What follows belongs to an exercise in optimizing a design on an open flow for small area, a short achievable clock period and few clock cycles per item; a production flow would make more cautious choices. The RTL was checked by simulation tests, not by an equivalence proof against the original design.

==> inputs of run Y <==
==> flow/design.v <==
`timescale 1ns / 1ps
`default_nettype none
package sli_pkg;
   localparam int FUNC_W   = 2;
   localparam int ITEM_W   = 32;
   localparam int STATUS_W = 2;
   localparam int POS_W    = 5;
   localparam int CNT_W    = 6;
   typedef enum logic [FUNC_W-1:0] {
      FUNC_INSERT = 2'd0,
      FUNC_REMOVE = 2'd1,
      FUNC_CLEAR  = 2'd2
   } func_type;
   typedef enum logic [STATUS_W-1:0] {
      STATUS_DONE      = 2'd0,
      STATUS_FULL      = 2'd1,
      STATUS_NOT_FOUND = 2'd2
   } status_type;
endpackage
`default_nettype wire
`timescale 1ns / 1ps
`default_nettype none
module sli_enc #(
   parameter int WIDTH = 8
) (
   input  wire  [WIDTH-1:0]              hit,
   output logic [$clog2(WIDTH+1)-1:0]    count
);
   localparam int CW = $clog2(WIDTH + 1);
   if (WIDTH == 1) begin : g_leaf
      assign count = hit;
   end else begin : g_node
      localparam int LW = WIDTH / 2;
      localparam int RW = WIDTH - LW;
      logic [$clog2(LW+1)-1:0] lo;
      logic [$clog2(RW+1)-1:0] hi;
      sli_enc #(.WIDTH(LW)) u_lo (.hit(hit[LW-1:0]),     .count(lo));
      sli_enc #(.WIDTH(RW)) u_hi (.hit(hit[WIDTH-1:LW]), .count(hi));
      assign count = CW'(lo) + CW'(hi);
   end
endmodule
`default_nettype wire
`timescale 1ns / 1ps
`default_nettype none
module sli_cell #(
   parameter int VALUE_WIDTH = 32
) (
   input  wire                    clock,
   input  wire                    reset,
   input  wire  [VALUE_WIDTH-1:0] wr_item,    
   input  wire  [VALUE_WIDTH-1:0] nxt_item,   
   input  wire  [1:0]             nxt_lt,     
   input  wire  [1:0]             nxt_eq,     
   input  wire                    adv,        
   input  wire                    load,
   input  wire                    set,
   input  wire                    kill,
   output logic                   valid,
   output logic                   lt,
   output logic                   eq
);
   localparam int HW = VALUE_WIDTH / 2;
   logic [VALUE_WIDTH-1:0] value_ff;
   logic                   valid_ff;
   logic [1:0]             lt_ff;
   logic [1:0]             eq_ff;
   logic [1:0]             c_lt;
   logic [1:0]             c_eq;
   assign valid = valid_ff;
   assign lt    = lt_ff[1] || (eq_ff[1] && lt_ff[0]);
   assign eq    = eq_ff[1] && eq_ff[0];
   assign c_lt[1] = valid_ff && ($signed(value_ff[VALUE_WIDTH-1:HW]) < $signed(nxt_item[VALUE_WIDTH-1:HW]));
   assign c_eq[1] = valid_ff && (value_ff[VALUE_WIDTH-1:HW] == nxt_item[VALUE_WIDTH-1:HW]);
   assign c_lt[0] = (value_ff[HW-1:0] < nxt_item[HW-1:0]);
   assign c_eq[0] = (value_ff[HW-1:0] == nxt_item[HW-1:0]);
   always_ff @(posedge clock) begin
      if (load) begin
         value_ff <= wr_item;
      end
   end
   always_ff @(posedge clock) begin
      if (reset || kill) begin
         valid_ff <= 1'b0;
      end else if (set) begin
         valid_ff <= 1'b1;
      end
   end
   always_ff @(posedge clock) begin
      if (adv) begin
         if (kill) begin
            lt_ff <= 2'b00;
            eq_ff <= 2'b00;
         end else if (set) begin
            lt_ff <= nxt_lt;
            eq_ff <= nxt_eq;
         end else begin
            lt_ff <= c_lt;
            eq_ff <= c_eq;
         end
      end
   end
endmodule
`default_nettype wire
`timescale 1ns / 1ps
`default_nettype none
module sorted_list_insert_remove #(
   parameter int CAPACITY    = 32,
   parameter int VALUE_WIDTH = 32
) (
   input  wire                                clock,
   input  wire                                reset,
   input  wire                                req_valid,
   output logic                               req_ready,
   input  wire  [sli_pkg::FUNC_W-1:0]         req_func,
   input  wire  signed [sli_pkg::ITEM_W-1:0]  req_item_value,
   output logic                               rsp_valid,
   input  wire                                rsp_ready,
   output logic [sli_pkg::STATUS_W-1:0]       rsp_status,
   output logic [sli_pkg::POS_W-1:0]          rsp_position,
   output logic [sli_pkg::CNT_W-1:0]          rsp_comparisons,
   output logic [sli_pkg::CNT_W-1:0]          rsp_moves,
   output logic [sli_pkg::CNT_W-1:0]          rsp_entry_count,
   output logic                               rsp_is_empty,
   output logic                               rsp_is_full
);
   localparam int NUM_W  = $clog2(CAPACITY + 1);           
   localparam int GROUPS = 8;
   localparam int GW     = CAPACITY / GROUPS;              
   localparam int GC_W   = $clog2(GW + 1);                 
   localparam int PC_W   = $clog2(2 * GW + 1);             
   localparam int QC_W   = $clog2(4 * GW + 1);             
   localparam int CTL_W  = sli_pkg::STATUS_W + 2 + NUM_W;  
   localparam int WORD_W = sli_pkg::STATUS_W + sli_pkg::POS_W + 3 * sli_pkg::CNT_W + 2;
   localparam int POST   = 5;                              
   function automatic logic [CAPACITY-1:0] prefix_or(input logic [CAPACITY-1:0] x);
      logic [CAPACITY-1:0] p;
      p = x;
      for (int d = 1; d < CAPACITY; d = d * 2) begin
         for (int i = CAPACITY - 1; i >= 0; i--) begin
            if ((i / d) % 2 == 1) begin
               p[i] = p[i] | p[(i / d) * d - 1];
            end
         end
      end
      prefix_or = {p[CAPACITY-2:0], 1'b0};
   endfunction
   logic                        ready_ff;
   logic                        in_vld_ff;
   logic [sli_pkg::FUNC_W-1:0]  in_func_ff;
   logic [VALUE_WIDTH-1:0]      in_item_ff;
   logic [VALUE_WIDTH-1:0]      in_item_n_ff;
   logic [1:0]                  nxt_lt;
   logic [1:0]                  nxt_eq;
   logic                        ex_vld_ff;
   logic [sli_pkg::FUNC_W-1:0]  ex_func_ff;
   logic [VALUE_WIDTH-1:0]      ex_item_ff;
   logic                        adv;
   logic                        fire;
   logic                        full;
   logic                        f_ins;
   logic                        f_rem;
   logic                        f_clr;
   logic                        found;
   logic [CAPACITY-1:0]         slot_valid;
   logic [CAPACITY-1:0]         slot_lt;
   logic [CAPACITY-1:0]         slot_eq;
   logic [CAPACITY-1:0]         free_sel;
   logic [CAPACITY-1:0]         rem_sel;
   logic [NUM_W-1:0]            count_ff;
   logic [NUM_W-1:0]            count_in;
   logic [CTL_W-1:0]            ex_ctl;
   logic [GC_W-1:0]             g_cnt [GROUPS];
   logic                        r1_vld_ff, r2_vld_ff, r3_vld_ff;
   logic                        r1_hold, r2_hold, r3_hold;
   logic [CTL_W-1:0]            r1_ctl_ff, r2_ctl_ff, r3_ctl_ff;
   logic [GC_W-1:0]             r1_g_ff [GROUPS];
   logic [PC_W-1:0]             r2_p_ff [GROUPS/2];
   logic [QC_W-1:0]             r3_lo_ff, r3_hi_ff;
   logic [sli_pkg::STATUS_W-1:0] w_status;
   logic                        w_posen;
   logic                        w_ins;
   logic [NUM_W-1:0]            w_count;
   logic [NUM_W-1:0]            rank;
   logic [NUM_W-1:0]            shift;
   logic [NUM_W-1:0]            lo_n;
   logic [NUM_W-1:0]            hi_n;
   logic [sli_pkg::POS_W-1:0]   pos;
   logic [WORD_W-1:0]           word;
   logic [POST-1:0]             post_ff;       
   logic [POST-1:0]             post_in;
   logic                        take;
   logic                        push;
   logic                        q_full;
   logic                        q0_vld_ff, q1_vld_ff;
   logic [WORD_W-1:0]           q0_word_ff, q1_word_ff;
   logic                        in_vld_in;
   logic                        ex_vld_in;
   logic                        space_in;
   assign full  = count_ff[NUM_W-1];
   assign fire  = ex_vld_ff && !post_ff[POST-1];
   assign adv   = !ex_vld_ff || !post_ff[POST-1];
   assign f_ins = (ex_func_ff == sli_pkg::FUNC_INSERT);
   assign f_rem = (ex_func_ff == sli_pkg::FUNC_REMOVE);
   assign f_clr = (ex_func_ff == sli_pkg::FUNC_CLEAR);
   assign take  = q0_vld_ff && rsp_ready;
   assign req_ready = ready_ff;
   assign post_in   = (fire && !take) ? {post_ff[POST-2:0], 1'b1} :
                      (take && !fire) ? {1'b0, post_ff[POST-1:1]} : post_ff;
   assign space_in  = !post_in[POST-1];
   assign in_vld_in = ready_ff ? req_valid : (in_vld_ff && !adv);
   assign ex_vld_in = adv ? in_vld_ff : ex_vld_ff;
   always_ff @(posedge clock) begin
      if (reset) begin
         ready_ff  <= 1'b1;
         in_vld_ff <= 1'b0;
         ex_vld_ff <= 1'b0;
         post_ff   <= '0;
      end else begin
         ready_ff  <= !in_vld_in || !ex_vld_in || space_in;
         in_vld_ff <= in_vld_in;
         ex_vld_ff <= ex_vld_in;
         post_ff   <= post_in;
      end
   end
   always_ff @(posedge clock) begin
      if (ready_ff) begin
         in_func_ff   <= req_func;
         in_item_ff   <= VALUE_WIDTH'(req_item_value);
         in_item_n_ff <= ~req_item_value;
      end
      if (adv) begin
         ex_func_ff <= in_func_ff;
         ex_item_ff <= in_item_ff;
      end
   end
   assign nxt_lt[1] = $signed(ex_item_ff[VALUE_WIDTH-1:VALUE_WIDTH/2]) < $signed(in_item_ff[VALUE_WIDTH-1:VALUE_WIDTH/2]);
   assign nxt_eq[1] = (ex_item_ff[VALUE_WIDTH-1:VALUE_WIDTH/2] == in_item_ff[VALUE_WIDTH-1:VALUE_WIDTH/2]);
   assign nxt_lt[0] = (ex_item_ff[VALUE_WIDTH/2-1:0] < in_item_ff[VALUE_WIDTH/2-1:0]);
   assign nxt_eq[0] = (ex_item_ff[VALUE_WIDTH/2-1:0] == in_item_ff[VALUE_WIDTH/2-1:0]);
   assign free_sel = ~slot_valid & ~prefix_or(~slot_valid);
   assign rem_sel  = slot_eq & ~prefix_or(slot_eq);
   assign found    = |slot_eq;
   for (genvar i = 0; i < CAPACITY; i++) begin : g_slot
      sli_cell #(
         .VALUE_WIDTH(VALUE_WIDTH)
      ) u_cell (
         .clock    (clock),
         .reset    (reset),
         .wr_item  (ex_item_ff),
         .nxt_item ((i < CAPACITY / 2) ? in_item_ff : ~in_item_n_ff),
         .nxt_lt   (nxt_lt),
         .nxt_eq   (nxt_eq),
         .adv      (adv),
         .load     (free_sel[i]),
         .set      (fire && f_ins && free_sel[i]),
         .kill     ((fire && f_clr) || (fire && f_rem && rem_sel[i])),
         .valid    (slot_valid[i]),
         .lt       (slot_lt[i]),
         .eq       (slot_eq[i])
      );
   end
   always_comb begin
      count_in = count_ff;
      if (fire && f_clr) begin
         count_in = '0;
      end else if (fire && f_ins && !full) begin
         count_in = count_ff + NUM_W'(1);
      end else if (fire && f_rem && found) begin
         count_in = count_ff - NUM_W'(1);
      end
   end
   always_ff @(posedge clock) begin
      if (reset) begin
         count_ff <= '0;
      end else begin
         count_ff <= count_in;
      end
   end
   assign ex_ctl = {(f_ins && full)  ? sli_pkg::STATUS_FULL :
                    (f_rem && !found) ? sli_pkg::STATUS_NOT_FOUND : sli_pkg::STATUS_DONE,
                    f_ins ? !full : (f_rem && found),
                    f_ins && !full,
                    count_in};
   for (genvar g = 0; g < GROUPS; g++) begin : g_grp
      sli_enc #(
         .WIDTH(GW)
      ) u_cnt (
         .hit   (slot_lt[g*GW +: GW]),
         .count (g_cnt[g])
      );
   end
   assign q_full  = q0_vld_ff && q1_vld_ff;
   assign r3_hold = r3_vld_ff && q_full && !rsp_ready;
   assign r2_hold = r2_vld_ff && r3_hold;
   assign r1_hold = r1_vld_ff && r2_hold;
   assign push    = r3_vld_ff && !r3_hold;
   always_ff @(posedge clock) begin
      if (reset) begin
         r1_vld_ff <= 1'b0;
         r2_vld_ff <= 1'b0;
         r3_vld_ff <= 1'b0;
      end else begin
         if (!r1_hold) r1_vld_ff <= fire;
         if (!r2_hold) r2_vld_ff <= r1_vld_ff;
         if (!r3_hold) r3_vld_ff <= r2_vld_ff;
      end
   end
   always_ff @(posedge clock) begin
      if (!r1_hold) begin
         for (int g = 0; g < GROUPS; g++) begin
            r1_g_ff[g] <= g_cnt[g];
         end
         r1_ctl_ff <= ex_ctl;
      end
      if (!r2_hold) begin
         for (int g = 0; g < GROUPS / 2; g++) begin
            r2_p_ff[g] <= PC_W'(r1_g_ff[2*g]) + PC_W'(r1_g_ff[2*g+1]);
         end
         r2_ctl_ff <= r1_ctl_ff;
      end
      if (!r3_hold) begin
         r3_lo_ff  <= QC_W'(r2_p_ff[0]) + QC_W'(r2_p_ff[1]);
         r3_hi_ff  <= QC_W'(r2_p_ff[2]) + QC_W'(r2_p_ff[3]);
         r3_ctl_ff <= r2_ctl_ff;
      end
   end
   assign {w_status, w_posen, w_ins, w_count} = r3_ctl_ff;
   assign rank  = NUM_W'(r3_lo_ff) + NUM_W'(r3_hi_ff);
   assign lo_n  = ~{{(NUM_W-QC_W){1'b0}}, r3_lo_ff};
   assign hi_n  = ~{{(NUM_W-QC_W){1'b0}}, r3_hi_ff};
   assign shift = w_count + lo_n + hi_n + NUM_W'(1);
   assign pos   = w_posen ? sli_pkg::POS_W'(rank) : '0;
   assign word  = {w_status,
                   pos,
                   w_ins ? sli_pkg::CNT_W'(rank) : sli_pkg::CNT_W'(0),
                   w_ins ? sli_pkg::CNT_W'(shift) : sli_pkg::CNT_W'(0),
                   sli_pkg::CNT_W'(w_count),
                   w_count == '0,
                   w_count == NUM_W'(CAPACITY)};
   always_ff @(posedge clock) begin
      if (reset) begin
         q0_vld_ff <= 1'b0;
         q1_vld_ff <= 1'b0;
      end else begin
         q0_vld_ff <= (q0_vld_ff && !take) || q1_vld_ff || push;
         q1_vld_ff <= take ? (q1_vld_ff && push) : (q1_vld_ff || (q0_vld_ff && push));
      end
   end
   always_ff @(posedge clock) begin
      if (take) begin
         q0_word_ff <= q1_vld_ff ? q1_word_ff : word;
      end else if (!q0_vld_ff) begin
         q0_word_ff <= word;
      end
      if (!q1_vld_ff || take) begin
         q1_word_ff <= word;
      end
   end
   assign rsp_valid = q0_vld_ff;
   assign {rsp_status, rsp_position, rsp_comparisons, rsp_moves,
           rsp_entry_count, rsp_is_empty, rsp_is_full} = q0_word_ff;
endmodule
`default_nettype wire
==> flow/run.sh <==
#!/bin/bash
# synth_recipe.tcl (not shown) runs the flow's synth.tcl, then flattens the netlist and writes it again
# the make line also repeats each setting of config.mk as NAME=value (left out here)
make -C /OpenROAD-flow-scripts/flow DESIGN_CONFIG=/design/flow/config.mk WORK_HOME=/design/flow/orfs CLKGATE_MAP_FILE= SYNTH_SCRIPT=/design/flow/synth_recipe.tcl finish
==> flow/config.mk <==
export PLATFORM = sky130hd
export DESIGN_NAME = sorted_list_insert_remove
export DESIGN_NICKNAME = sorted_list_insert_remove
export VERILOG_FILES = /design/flow/design.v
export SDC_FILE = /design/flow/constraint.sdc
export NUM_CORES = 4
export LEC_CHECK = 0
export CAP_MARGIN = 20
export CORE_MARGIN = 2
export CORE_UTILIZATION = 40
export SETUP_SLACK_MARGIN = 3.0
export SLEW_MARGIN = 20
==> flow/constraint.sdc <==
create_clock -name core_clock -period 5.5 [get_ports {clock}]
set_input_delay 1.1000 -clock core_clock [delete_from_list [all_inputs] [get_ports {clock}]]
set_output_delay 1.1000 -clock core_clock [all_outputs]
set_load 0.01 [all_outputs]
==> run A: changes against run Y <==
==> flow/design.v, changed modules only <==
module sli_cell #(
   parameter int VALUE_WIDTH = 32
) (
   input  wire                    clock,
   input  wire                    reset,
   input  wire  [VALUE_WIDTH-1:0] wr_item,    
   input  wire  [VALUE_WIDTH-1:0] nxt_item,   
   input  wire                    nxt_lt,     
   input  wire                    nxt_eq,     
   input  wire                    adv,        
   input  wire                    load,
   input  wire                    set,
   input  wire                    kill,
   output logic                   valid,
   output logic                   lt,
   output logic                   eq
);
   logic [VALUE_WIDTH-1:0] value_ff;
   logic                   valid_ff;
   logic                   lt_ff;
   logic                   eq_ff;
   logic                   c_lt;
   logic                   c_eq;
   assign valid = valid_ff;
   assign lt    = lt_ff;
   assign eq    = eq_ff;
   assign c_lt  = valid_ff && ($signed(value_ff) < $signed(nxt_item));
   assign c_eq  = valid_ff && (value_ff == nxt_item);
   always_ff @(posedge clock) begin
      if (load) begin
         value_ff <= wr_item;
      end
   end
   always_ff @(posedge clock) begin
      if (reset || kill) begin
         valid_ff <= 1'b0;
      end else if (set) begin
         valid_ff <= 1'b1;
      end
   end
   always_ff @(posedge clock) begin
      if (adv) begin
         if (kill) begin
            lt_ff <= 1'b0;
            eq_ff <= 1'b0;
         end else if (set) begin
            lt_ff <= nxt_lt;
            eq_ff <= nxt_eq;
         end else begin
            lt_ff <= c_lt;
            eq_ff <= c_eq;
         end
      end
   end
endmodule
module sorted_list_insert_remove #(
   parameter int CAPACITY    = 32,
   parameter int VALUE_WIDTH = 32
) (
   input  wire                                clock,
   input  wire                                reset,
   input  wire                                req_valid,
   output logic                               req_ready,
   input  wire  [sli_pkg::FUNC_W-1:0]         req_func,
   input  wire  signed [sli_pkg::ITEM_W-1:0]  req_item_value,
   output logic                               rsp_valid,
   input  wire                                rsp_ready,
   output logic [sli_pkg::STATUS_W-1:0]       rsp_status,
   output logic [sli_pkg::POS_W-1:0]          rsp_position,
   output logic [sli_pkg::CNT_W-1:0]          rsp_comparisons,
   output logic [sli_pkg::CNT_W-1:0]          rsp_moves,
   output logic [sli_pkg::CNT_W-1:0]          rsp_entry_count,
   output logic                               rsp_is_empty,
   output logic                               rsp_is_full
);
   localparam int NUM_W  = $clog2(CAPACITY + 1);           
   localparam int GROUPS = 4;
   localparam int GW     = CAPACITY / GROUPS;              
   localparam int GC_W   = $clog2(GW + 1);                 
   localparam int PC_W   = $clog2(2 * GW + 1);             
   localparam int CTL_W  = sli_pkg::STATUS_W + 2 + NUM_W;  
   localparam int WORD_W = sli_pkg::STATUS_W + sli_pkg::POS_W + 3 * sli_pkg::CNT_W + 2;
   localparam int POST   = 4;                              
   function automatic logic [CAPACITY-1:0] prefix_or(input logic [CAPACITY-1:0] x);
      logic [CAPACITY-1:0] p;
      p = x;
      for (int d = 1; d < CAPACITY; d = d * 2) begin
         for (int i = CAPACITY - 1; i >= 0; i--) begin
            if ((i / d) % 2 == 1) begin
               p[i] = p[i] | p[(i / d) * d - 1];
            end
         end
      end
      prefix_or = {p[CAPACITY-2:0], 1'b0};
   endfunction
   logic                        ready_ff;
   logic                        in_vld_ff;
   logic [sli_pkg::FUNC_W-1:0]  in_func_ff;
   logic [VALUE_WIDTH-1:0]      in_item_ff;
   logic                        nxt_lt;
   logic                        nxt_eq;
   logic                        ex_vld_ff;
   logic [sli_pkg::FUNC_W-1:0]  ex_func_ff;
   logic [VALUE_WIDTH-1:0]      ex_item_ff;
   logic                        adv;
   logic                        fire;
   logic                        full;
   logic                        f_ins;
   logic                        f_rem;
   logic                        f_clr;
   logic                        found;
   logic [CAPACITY-1:0]         slot_valid;
   logic [CAPACITY-1:0]         slot_lt;
   logic [CAPACITY-1:0]         slot_eq;
   logic [CAPACITY-1:0]         free_sel;
   logic [CAPACITY-1:0]         rem_sel;
   logic [NUM_W-1:0]            count_ff;
   logic [NUM_W-1:0]            count_in;
   logic [CTL_W-1:0]            ex_ctl;
   logic [GC_W-1:0]             g_cnt [GROUPS];
   logic                        r1_vld_ff, r2_vld_ff;
   logic                        r1_hold, r2_hold;
   logic [CTL_W-1:0]            r1_ctl_ff, r2_ctl_ff;
   logic [GC_W-1:0]             r1_g_ff [GROUPS];
   logic [PC_W-1:0]             r2_lo_ff, r2_hi_ff;
   logic [sli_pkg::STATUS_W-1:0] w_status;
   logic                        w_posen;
   logic                        w_ins;
   logic [NUM_W-1:0]            w_count;
   logic [NUM_W-1:0]            rank;
   logic [NUM_W-1:0]            shift;
   logic [NUM_W-1:0]            lo_n;
   logic [NUM_W-1:0]            hi_n;
   logic [sli_pkg::POS_W-1:0]   pos;
   logic [WORD_W-1:0]           word;
   logic [2:0]                  post_ff;
   logic [2:0]                  post_in;
   logic                        take;
   logic                        push;
   logic                        q_full;
   logic                        q0_vld_ff, q1_vld_ff;
   logic [WORD_W-1:0]           q0_word_ff, q1_word_ff;
   logic                        in_vld_in;
   logic                        ex_vld_in;
   logic                        space_in;
   assign full  = count_ff[NUM_W-1];
   assign fire  = ex_vld_ff && (post_ff != 3'(POST));
   assign adv   = !ex_vld_ff || (post_ff != 3'(POST));
   assign f_ins = (ex_func_ff == sli_pkg::FUNC_INSERT);
   assign f_rem = (ex_func_ff == sli_pkg::FUNC_REMOVE);
   assign f_clr = (ex_func_ff == sli_pkg::FUNC_CLEAR);
   assign take  = q0_vld_ff && rsp_ready;
   assign req_ready = ready_ff;
   assign post_in   = post_ff + 3'(fire) - 3'(take);
   assign space_in  = (post_in != 3'(POST));
   assign in_vld_in = ready_ff ? req_valid : (in_vld_ff && !adv);
   assign ex_vld_in = adv ? in_vld_ff : ex_vld_ff;
   always_ff @(posedge clock) begin
      if (reset) begin
         ready_ff  <= 1'b1;
         in_vld_ff <= 1'b0;
         ex_vld_ff <= 1'b0;
         post_ff   <= '0;
      end else begin
         ready_ff  <= !in_vld_in || !ex_vld_in || space_in;
         in_vld_ff <= in_vld_in;
         ex_vld_ff <= ex_vld_in;
         post_ff   <= post_in;
      end
   end
   always_ff @(posedge clock) begin
      if (ready_ff) begin
         in_func_ff <= req_func;
         in_item_ff <= VALUE_WIDTH'(req_item_value);
      end
      if (adv) begin
         ex_func_ff <= in_func_ff;
         ex_item_ff <= in_item_ff;
      end
   end
   assign nxt_lt   = $signed(ex_item_ff) < $signed(in_item_ff);
   assign nxt_eq   = (ex_item_ff == in_item_ff);
   assign free_sel = ~slot_valid & ~prefix_or(~slot_valid);
   assign rem_sel  = slot_eq & ~prefix_or(slot_eq);
   assign found    = |slot_eq;
   for (genvar i = 0; i < CAPACITY; i++) begin : g_slot
      sli_cell #(
         .VALUE_WIDTH(VALUE_WIDTH)
      ) u_cell (
         .clock    (clock),
         .reset    (reset),
         .wr_item  (ex_item_ff),
         .nxt_item (in_item_ff),
         .nxt_lt   (nxt_lt),
         .nxt_eq   (nxt_eq),
         .adv      (adv),
         .load     (free_sel[i]),
         .set      (fire && f_ins && free_sel[i]),
         .kill     ((fire && f_clr) || (fire && f_rem && rem_sel[i])),
         .valid    (slot_valid[i]),
         .lt       (slot_lt[i]),
         .eq       (slot_eq[i])
      );
   end
   always_comb begin
      count_in = count_ff;
      if (fire && f_clr) begin
         count_in = '0;
      end else if (fire && f_ins && !full) begin
         count_in = count_ff + NUM_W'(1);
      end else if (fire && f_rem && found) begin
         count_in = count_ff - NUM_W'(1);
      end
   end
   always_ff @(posedge clock) begin
      if (reset) begin
         count_ff <= '0;
      end else begin
         count_ff <= count_in;
      end
   end
   assign ex_ctl = {(f_ins && full)  ? sli_pkg::STATUS_FULL :
                    (f_rem && !found) ? sli_pkg::STATUS_NOT_FOUND : sli_pkg::STATUS_DONE,
                    f_ins ? !full : (f_rem && found),
                    f_ins && !full,
                    count_in};
   for (genvar g = 0; g < GROUPS; g++) begin : g_grp
      sli_enc #(
         .WIDTH(GW)
      ) u_cnt (
         .hit   (slot_lt[g*GW +: GW]),
         .count (g_cnt[g])
      );
   end
   assign q_full  = q0_vld_ff && q1_vld_ff;
   assign r2_hold = r2_vld_ff && q_full && !rsp_ready;
   assign r1_hold = r1_vld_ff && r2_hold;
   assign push    = r2_vld_ff && !r2_hold;
   always_ff @(posedge clock) begin
      if (reset) begin
         r1_vld_ff <= 1'b0;
         r2_vld_ff <= 1'b0;
      end else begin
         if (!r1_hold) r1_vld_ff <= fire;
         if (!r2_hold) r2_vld_ff <= r1_vld_ff;
      end
   end
   always_ff @(posedge clock) begin
      if (!r1_hold) begin
         for (int g = 0; g < GROUPS; g++) begin
            r1_g_ff[g] <= g_cnt[g];
         end
         r1_ctl_ff <= ex_ctl;
      end
      if (!r2_hold) begin
         r2_lo_ff  <= PC_W'(r1_g_ff[0]) + PC_W'(r1_g_ff[1]);
         r2_hi_ff  <= PC_W'(r1_g_ff[2]) + PC_W'(r1_g_ff[3]);
         r2_ctl_ff <= r1_ctl_ff;
      end
   end
   assign {w_status, w_posen, w_ins, w_count} = r2_ctl_ff;
   assign rank  = NUM_W'(r2_lo_ff) + NUM_W'(r2_hi_ff);
   assign lo_n  = ~{{(NUM_W-PC_W){1'b0}}, r2_lo_ff};
   assign hi_n  = ~{{(NUM_W-PC_W){1'b0}}, r2_hi_ff};
   assign shift = w_count + lo_n + hi_n + NUM_W'(1);
   assign pos   = w_posen ? sli_pkg::POS_W'(rank) : '0;
   assign word  = {w_status,
                   pos,
                   w_ins ? sli_pkg::CNT_W'(rank) : sli_pkg::CNT_W'(0),
                   w_ins ? sli_pkg::CNT_W'(shift) : sli_pkg::CNT_W'(0),
                   sli_pkg::CNT_W'(w_count),
                   w_count == '0,
                   w_count == NUM_W'(CAPACITY)};
   always_ff @(posedge clock) begin
      if (reset) begin
         q0_vld_ff <= 1'b0;
         q1_vld_ff <= 1'b0;
      end else begin
         q0_vld_ff <= (q0_vld_ff && !take) || q1_vld_ff || push;
         q1_vld_ff <= take ? (q1_vld_ff && push) : (q1_vld_ff || (q0_vld_ff && push));
      end
   end
   always_ff @(posedge clock) begin
      if (take) begin
         q0_word_ff <= q1_vld_ff ? q1_word_ff : word;
      end else if (!q0_vld_ff) begin
         q0_word_ff <= word;
      end
      if (!q1_vld_ff || take) begin
         q1_word_ff <= word;
      end
   end
   assign rsp_valid = q0_vld_ff;
   assign {rsp_status, rsp_position, rsp_comparisons, rsp_moves,
           rsp_entry_count, rsp_is_empty, rsp_is_full} = q0_word_ff;
endmodule
SETUP_SLACK_MARGIN = not set   (was 3.0)
==> run R: changes against run Y <==
--- a/flow/design.v
+++ b/flow/design.v
@@ -150,6 +150,7 @@
    logic [VALUE_WIDTH-1:0]      in_item_ff;
    logic [VALUE_WIDTH-1:0]      in_item_n_ff;
-   logic [1:0]                  nxt_lt;
-   logic [1:0]                  nxt_eq;
+   logic [1:0]                  nxt_lt [2];
+   logic [1:0]                  nxt_eq [2];
+   logic [VALUE_WIDTH-1:0]      nxt_item [2];
    logic                        ex_vld_ff;
    logic [sli_pkg::FUNC_W-1:0]  ex_func_ff;
@@ -234,8 +235,12 @@
       end
    end
-   assign nxt_lt[1] = $signed(ex_item_ff[VALUE_WIDTH-1:VALUE_WIDTH/2]) < $signed(in_item_ff[VALUE_WIDTH-1:VALUE_WIDTH/2]);
-   assign nxt_eq[1] = (ex_item_ff[VALUE_WIDTH-1:VALUE_WIDTH/2] == in_item_ff[VALUE_WIDTH-1:VALUE_WIDTH/2]);
-   assign nxt_lt[0] = (ex_item_ff[VALUE_WIDTH/2-1:0] < in_item_ff[VALUE_WIDTH/2-1:0]);
-   assign nxt_eq[0] = (ex_item_ff[VALUE_WIDTH/2-1:0] == in_item_ff[VALUE_WIDTH/2-1:0]);
+   assign nxt_item[0] = in_item_ff;
+   assign nxt_item[1] = ~in_item_n_ff;
+   for (genvar h = 0; h < 2; h++) begin : g_nxt
+      assign nxt_lt[h][1] = $signed(ex_item_ff[VALUE_WIDTH-1:VALUE_WIDTH/2]) < $signed(nxt_item[h][VALUE_WIDTH-1:VALUE_WIDTH/2]);
+      assign nxt_eq[h][1] = (ex_item_ff[VALUE_WIDTH-1:VALUE_WIDTH/2] == nxt_item[h][VALUE_WIDTH-1:VALUE_WIDTH/2]);
+      assign nxt_lt[h][0] = (ex_item_ff[VALUE_WIDTH/2-1:0] < nxt_item[h][VALUE_WIDTH/2-1:0]);
+      assign nxt_eq[h][0] = (ex_item_ff[VALUE_WIDTH/2-1:0] == nxt_item[h][VALUE_WIDTH/2-1:0]);
+   end
    assign free_sel = ~slot_valid & ~prefix_or(~slot_valid);
    assign rem_sel  = slot_eq & ~prefix_or(slot_eq);
@@ -248,7 +253,7 @@
          .reset    (reset),
          .wr_item  (ex_item_ff),
-         .nxt_item ((i < CAPACITY / 2) ? in_item_ff : ~in_item_n_ff),
-         .nxt_lt   (nxt_lt),
-         .nxt_eq   (nxt_eq),
+         .nxt_item (nxt_item[i / (CAPACITY / 2)]),
+         .nxt_lt   (nxt_lt[i / (CAPACITY / 2)]),
+         .nxt_eq   (nxt_eq[i / (CAPACITY / 2)]),
          .adv      (adv),
          .load     (free_sel[i]),
CORE_UTILIZATION = 60   (was 40)
SETUP_SLACK_MARGIN = 2.5   (was 3.0)
==> comparison <==
- Sequential share of layout area, highest first: run R, run A, run Y.
- Against run A, the non-clock buffer count of run R is higher by 107.
- Against run R, the area after synthesis of run A is lower by 8.4%.
- Of run R and run Y, run Y has the higher routed wire length (gap about 9%, measured against run Y).
Testbench counts of run Y, summed over its fixed seeds: cycles 12,048, items 12,000.
Testbench counts of run A, summed over its fixed seeds: cycles 12,040, items 12,000.
Testbench counts of run R, summed over its fixed seeds: cycles 12,048, items 12,000.

afterwards: timing with drivers on the ports:
Ports are ideal in the flow. The routed layouts listed here were re-timed in OpenROAD.
Step 1: set_driving_cell puts a clkbuf_16 on clock and a buf_2 on each other input, an assumption about the parent block.
Step 2 also shifts input and output timing later by t, the mid clock arrival at the registers, as if the neighbouring blocks saw the same clock.
Three values: ideal, step 1, step 2; two values: the first two.
run	t (ns)	setup slack, ns	hold WS [ns]	worst setup path at the end	worst slew at a driven data input, ns
run Y	0.855	2.644 / 2.644 / 2.419	0.418 / 0.418 / 0.418	input to register	0.16
run A	0.849	1.563 / 1.563 / 1.563	0.418 / 0.418 / 0.418	register to register	0.08
run R	0.857	2.537 / 2.537 / 2.112	0.422 / 0.422 / 0.422	input to register	0.10
After both steps setup and hold are still met in every run listed. For run R, which loses most, drivers alone change the setup slack by 0.000 ns; drivers and shift together by -0.425 ns.
